This design comes from an exercise in tuning for small area and a short achievable clock period on the open sky130 flow, not from production work. In this exercise RTL edits were held to simulation tests only and were not proved equivalent to the original. The clock port is modelled as an ideal driver; clocking choices that lean on that would not hold on a real chip.

Setup of run A:
==> flow/design.v (excerpt) <==
module tnn_classifier (
    input  logic                                         clk,
    input  logic                                         rst_n,
    input  tnn_pkg::feature_t [tnn_pkg::FEAT_CNT-1:0]    features,
    input  logic                                         features_valid,
    output logic [tnn_pkg::CLASS_BITS-1:0]               prediction,
    output logic                                         prediction_valid
);
    logic [63:0] x_q;
    logic [39:0] h, h_q;
    logic [49:0] a, a_q;
    logic [9:0]  m, m_q;
    logic [3:0]  idx;
    logic        v0_q, v1_q, v2_q, v3_q;
    tnn_hidden_layer u_hidden (.x(x_q), .h(h));
    tnn_output_layer u_output (.h(h_q), .a(a));
    tnn_argmax_narrow u_narrow (.a(a_q), .alive(m));
    tnn_argmax_pick   u_pick   (.alive(m_q), .idx(idx));
    always_ff @(posedge clk) begin
        x_q        <= features;
        h_q        <= h;
        a_q        <= a;
        m_q        <= m;
        prediction <= idx;
    end
    always_ff @(posedge clk or negedge rst_n) begin
        if (!rst_n) begin
            v0_q             <= 1'b0;
            v1_q             <= 1'b0;
            v2_q             <= 1'b0;
            v3_q             <= 1'b0;
            prediction_valid <= 1'b0;
        end else begin
            v0_q             <= features_valid;
            v1_q             <= v0_q;
            v2_q             <= v1_q;
            v3_q             <= v2_q;
            prediction_valid <= v3_q;
        end
    end
endmodule
Size in the first run: roughly 24000 um^2 of cells after synthesis.
Settings: LEC_CHECK=0, CAP_MARGIN=20, CORE_MARGIN=2, CORE_UTILIZATION=40, HOLD_SLACK_MARGIN=0.05, SLEW_MARGIN=20, SYNTH_HIERARCHICAL=1; clock period 22.0 ns.
standard.sh (not shown) runs the stock make flow with config.mk's settings and CLKGATE_MAP_FILE= SYNTH_SCRIPT=/design/flow/synth_recipe.tcl, a recipe that flattens the netlist after the stock synthesis.
==> flow/flow/run.sh <==
#!/bin/bash
# Own layout flow: the standard flow (standard.sh, standard synthesis
# unchanged) with two changes:
#  - ports are buffered with buf_1 cells instead of the default choice;
#  - after clock-tree synthesis, post_cts.tcl delays the clock of the h_q,
#    a_q and m_q registers: useful skew between internal pipeline stages
#    only (the input register x_q and the output registers keep the tree's
#    clock).
# make's full output goes to flow_make.log here; ORFS keeps each step's log
# under orfs/logs.
set -euo pipefail
here=$(pwd)
export BUFFER_PORTS_ARGS="-buffer_cell sky130_fd_sc_hd__buf_1"
export POST_CTS_TCL="$here/flow/post_cts.tcl"
bash standard.sh > "$here/flow_make.log" 2>&1
==> flow/flow/post_cts.tcl <==
# Sourced by ORFS's cts.tcl after clock-tree synthesis (POST_CTS_TCL).
# Useful skew between internal pipeline stages only: the registers h_q, a_q
# and m_q (neither fed by input ports nor feeding output ports) get their
# clock later through delay cells; x_q and the output registers keep the
# tree's clock. The delay cells' strengths are then picked to balance the
# register-to-register stages (hold slack down to -0.4 ns); the short paths
# are then padded by the hold repair and the delays picked again around the
# pads with hold slack kept positive. The stage estimates get a margin for
# what routing adds to them.
source [file join [file dirname [info script]] skew.tcl]

set_propagated_clock [all_clocks]
set dly sky130_fd_sc_hd__clkdlybuf4s25_1
my_skew_group "h_q*" root 3 $dly sky130_fd_sc_hd__clkbuf_8 8
my_skew_group "a_q*" root 2 $dly sky130_fd_sc_hd__clkbuf_8 8
my_skew_group "m_q*" leaf 1 $dly sky130_fd_sc_hd__clkbuf_4 8
my_skew_cleanup
my_skew_tune2 {h_q* a_q* m_q*} prediction* \
  {sky130_fd_sc_hd__clkdlybuf4s15_1 sky130_fd_sc_hd__clkdlybuf4s18_1 sky130_fd_sc_hd__clkdlybuf4s18_2 sky130_fd_sc_hd__clkdlybuf4s25_1 sky130_fd_sc_hd__clkdlybuf4s25_2 sky130_fd_sc_hd__clkdlybuf4s50_1} \
  -0.4 {0.3 0.1 0.15}
# pad the short paths now, with the skew in place, then tune again around
# the pads (the stage estimates now include them)
repair_timing -hold -hold_margin 0.1
my_skew_tune2 {h_q* a_q* m_q*} prediction* \
  {sky130_fd_sc_hd__clkdlybuf4s15_1 sky130_fd_sc_hd__clkdlybuf4s18_1 sky130_fd_sc_hd__clkdlybuf4s18_2 sky130_fd_sc_hd__clkdlybuf4s25_1 sky130_fd_sc_hd__clkdlybuf4s25_2 sky130_fd_sc_hd__clkdlybuf4s50_1} \
  0.05 {0.3 0.1 0.15}
detailed_placement
Other scripts of this flow, unchanged in this note and not shown: flow/flow/skew.tcl
Input changes introduced in run B (baseline for comparison: run A):
==> flow/flow/post_cts.tcl <==
# Sourced by ORFS's cts.tcl after clock-tree synthesis (POST_CTS_TCL).
# Useful skew between internal pipeline stages only: the registers h_q, a_q
# and m_q (neither fed by input ports nor feeding output ports) get their
# clock later through delay cells; x_q and the output registers keep the
# tree's clock. The delay cells' strengths are then picked to balance the
# register-to-register stages; hold slack down to -0.35 ns is left to the
# hold repair after global routing, which pads the short paths. The stage
# estimates get a margin for what routing adds to them.
source [file join [file dirname [info script]] skew.tcl]

set_propagated_clock [all_clocks]
set dly sky130_fd_sc_hd__clkdlybuf4s25_1
my_skew_group "h_q*" root 3 $dly sky130_fd_sc_hd__clkbuf_8 8
my_skew_group "a_q*" root 2 $dly sky130_fd_sc_hd__clkbuf_8 8
my_skew_group "m_q*" leaf 1 $dly sky130_fd_sc_hd__clkbuf_4 8
my_skew_cleanup
my_skew_tune2 {h_q* a_q* m_q*} prediction* \
  {sky130_fd_sc_hd__clkdlybuf4s15_1 sky130_fd_sc_hd__clkdlybuf4s18_1 sky130_fd_sc_hd__clkdlybuf4s18_2 sky130_fd_sc_hd__clkdlybuf4s25_1 sky130_fd_sc_hd__clkdlybuf4s25_2 sky130_fd_sc_hd__clkdlybuf4s50_1} \
  -0.35 {0.15 0.1 0.15}
detailed_placement
--- outcome ---
- Detailed-route wire length delta (run B -> run A): insignificant
- Comparing run B against run A, there is no change at all in area after synthesis.
- The final reports for run B and run A show post-route minimum period lower in the former.
- Utilization of run B is on par with run A.
For run C, these inputs were changed with respect to run B:
diff --git a/flow/flow/post_cts.tcl b/flow/flow/post_cts.tcl
--- a/flow/flow/post_cts.tcl
+++ b/flow/flow/post_cts.tcl
@@ -5,3 +5,3 @@
 # tree's clock. The delay cells' strengths are then picked to balance the
-# register-to-register stages; hold slack down to -0.35 ns is left to the
+# register-to-register stages; hold slack down to -0.2 ns is left to the
 # hold repair after global routing, which pads the short paths. The stage
@@ -16,5 +16,6 @@
 my_skew_cleanup
+my_clk_leaf_resize prediction* 0.09
 my_skew_tune2 {h_q* a_q* m_q*} prediction* \
   {sky130_fd_sc_hd__clkdlybuf4s15_1 sky130_fd_sc_hd__clkdlybuf4s18_1 sky130_fd_sc_hd__clkdlybuf4s18_2 sky130_fd_sc_hd__clkdlybuf4s25_1 sky130_fd_sc_hd__clkdlybuf4s25_2 sky130_fd_sc_hd__clkdlybuf4s50_1} \
-  -0.35 {0.15 0.1 0.15}
+  -0.2 {0.25 0.1 0.2}
 detailed_placement
[summary]
- Worst setup path startpoint: x_q[60] -> run C, prediction_valid -> run B
- Between run B and run C, worst slew margin relative to its limit increased.
- On number of global-route vias before repair, run C and run B are neck and neck.
- From run B to run C the numbers moved as follows: signal arrival time at the worst endpoint went up.
- Of run C and run B, the higher critical path depth belongs to run C.
- Diff run C and run B: required time reported for the critical path endpoint higher in run C
Relative to run C, the following input files were edited for run D:
diff --git a/flow/flow/post_cts.tcl b/flow/flow/post_cts.tcl
--- a/flow/flow/post_cts.tcl
+++ b/flow/flow/post_cts.tcl
@@ -5,3 +5,3 @@
 # tree's clock. The delay cells' strengths are then picked to balance the
-# register-to-register stages; hold slack down to -0.2 ns is left to the
+# register-to-register stages; hold slack down to -0.45 ns is left to the
 # hold repair after global routing, which pads the short paths. The stage
@@ -16,6 +16,5 @@
 my_skew_cleanup
-my_clk_leaf_resize prediction* 0.09
 my_skew_tune2 {h_q* a_q* m_q*} prediction* \
   {sky130_fd_sc_hd__clkdlybuf4s15_1 sky130_fd_sc_hd__clkdlybuf4s18_1 sky130_fd_sc_hd__clkdlybuf4s18_2 sky130_fd_sc_hd__clkdlybuf4s25_1 sky130_fd_sc_hd__clkdlybuf4s25_2 sky130_fd_sc_hd__clkdlybuf4s50_1} \
-  -0.2 {0.25 0.1 0.2}
+  -0.45 {0.2 0.1 0.15}
 detailed_placement
[summary]
- Run D reached the end of the flow, and the finished layout is clean on the timing, DRC and antenna checks.
- Run C → run D: count of input and output buffers now sits at about the same level; cell count went up about 1.1%.
- On achievable frequency, run C tracks run D almost exactly.
- ~same via-per-instance ratio in run C and run D
The following lists how run E was set up differently from run D:
Settings: changing CORE_UTILIZATION from 40 to 65; setting PLACE_DENSITY to 0.75 for the first time.
diff --git a/flow/flow/post_cts.tcl b/flow/flow/post_cts.tcl
--- a/flow/flow/post_cts.tcl
+++ b/flow/flow/post_cts.tcl
@@ -5,3 +5,3 @@
 # tree's clock. The delay cells' strengths are then picked to balance the
-# register-to-register stages; hold slack down to -0.45 ns is left to the
+# register-to-register stages; hold slack down to -0.2 ns is left to the
 # hold repair after global routing, which pads the short paths. The stage
@@ -16,5 +16,6 @@
 my_skew_cleanup
+my_clk_leaf_resize prediction* 0.09
 my_skew_tune2 {h_q* a_q* m_q*} prediction* \
   {sky130_fd_sc_hd__clkdlybuf4s15_1 sky130_fd_sc_hd__clkdlybuf4s18_1 sky130_fd_sc_hd__clkdlybuf4s18_2 sky130_fd_sc_hd__clkdlybuf4s25_1 sky130_fd_sc_hd__clkdlybuf4s25_2 sky130_fd_sc_hd__clkdlybuf4s50_1} \
-  -0.45 {0.2 0.1 0.15}
+  -0.2 {0.25 0.1 0.2}
 detailed_placement
--- outcome ---
- Taking run D over run E, the cell count ratio works out to 1.14.
- Run D tops out at a higher clock frequency than run E.
- Run E vs run D — number of cells on the worst reg-to-reg path dropped 1.
- Startpoint of the most critical setup path: x_q[8] -> run D, x_q[28] -> run E
- Number of vias in the routed layout delta (run E − run D): unfavourable
- Run E vs run D, placer's final routability congestion estimate went up by 0.085.
- [diff] final critical delay including setup and external delays, run E relative to run D: regression
- Summary of the comparison: clock latency of the later-clocked register in the worst-skew pair is lower in run E, relative to run D.

## separate check: timing with driven ports
The flow's constraints put no driver on any port. The routed layouts listed below were extracted and timed again, unchanged, in two steps. Step 1: set_driving_cell puts a clkbuf_16 on clk and a buf_2 on each other input, an assumption about the parent block. Step 2, shift: input delay + t, output delay - t, t = (earliest + latest rising clock arrival at the registers) / 2. This alone moves slack from input paths to output paths. Slacks: no drivers / after step 1 / after step 2; pairs: no drivers / after step 1.
run	t (ns)	setup slack, ns	latest minus earliest clock arrival (ns)	worst data-port slew with drivers (ns)
run A	1.285	16.349 / 16.349 / 16.349	1.473 / 1.473	0.05
run B	1.256	16.606 / 16.543 / 16.673	1.413 / 1.414	0.05
run C	1.159	16.550 / 16.550 / 16.550	1.276 / 1.277	0.05
run D	1.297	16.560 / 16.544 / 16.560	1.493 / 1.492	0.05
run E	1.061	16.432 / 16.432 / 16.432	1.196 / 1.196	0.05
Clock arrivals are far apart in every run listed, so t is only a midpoint there and step 2 fits no single register.
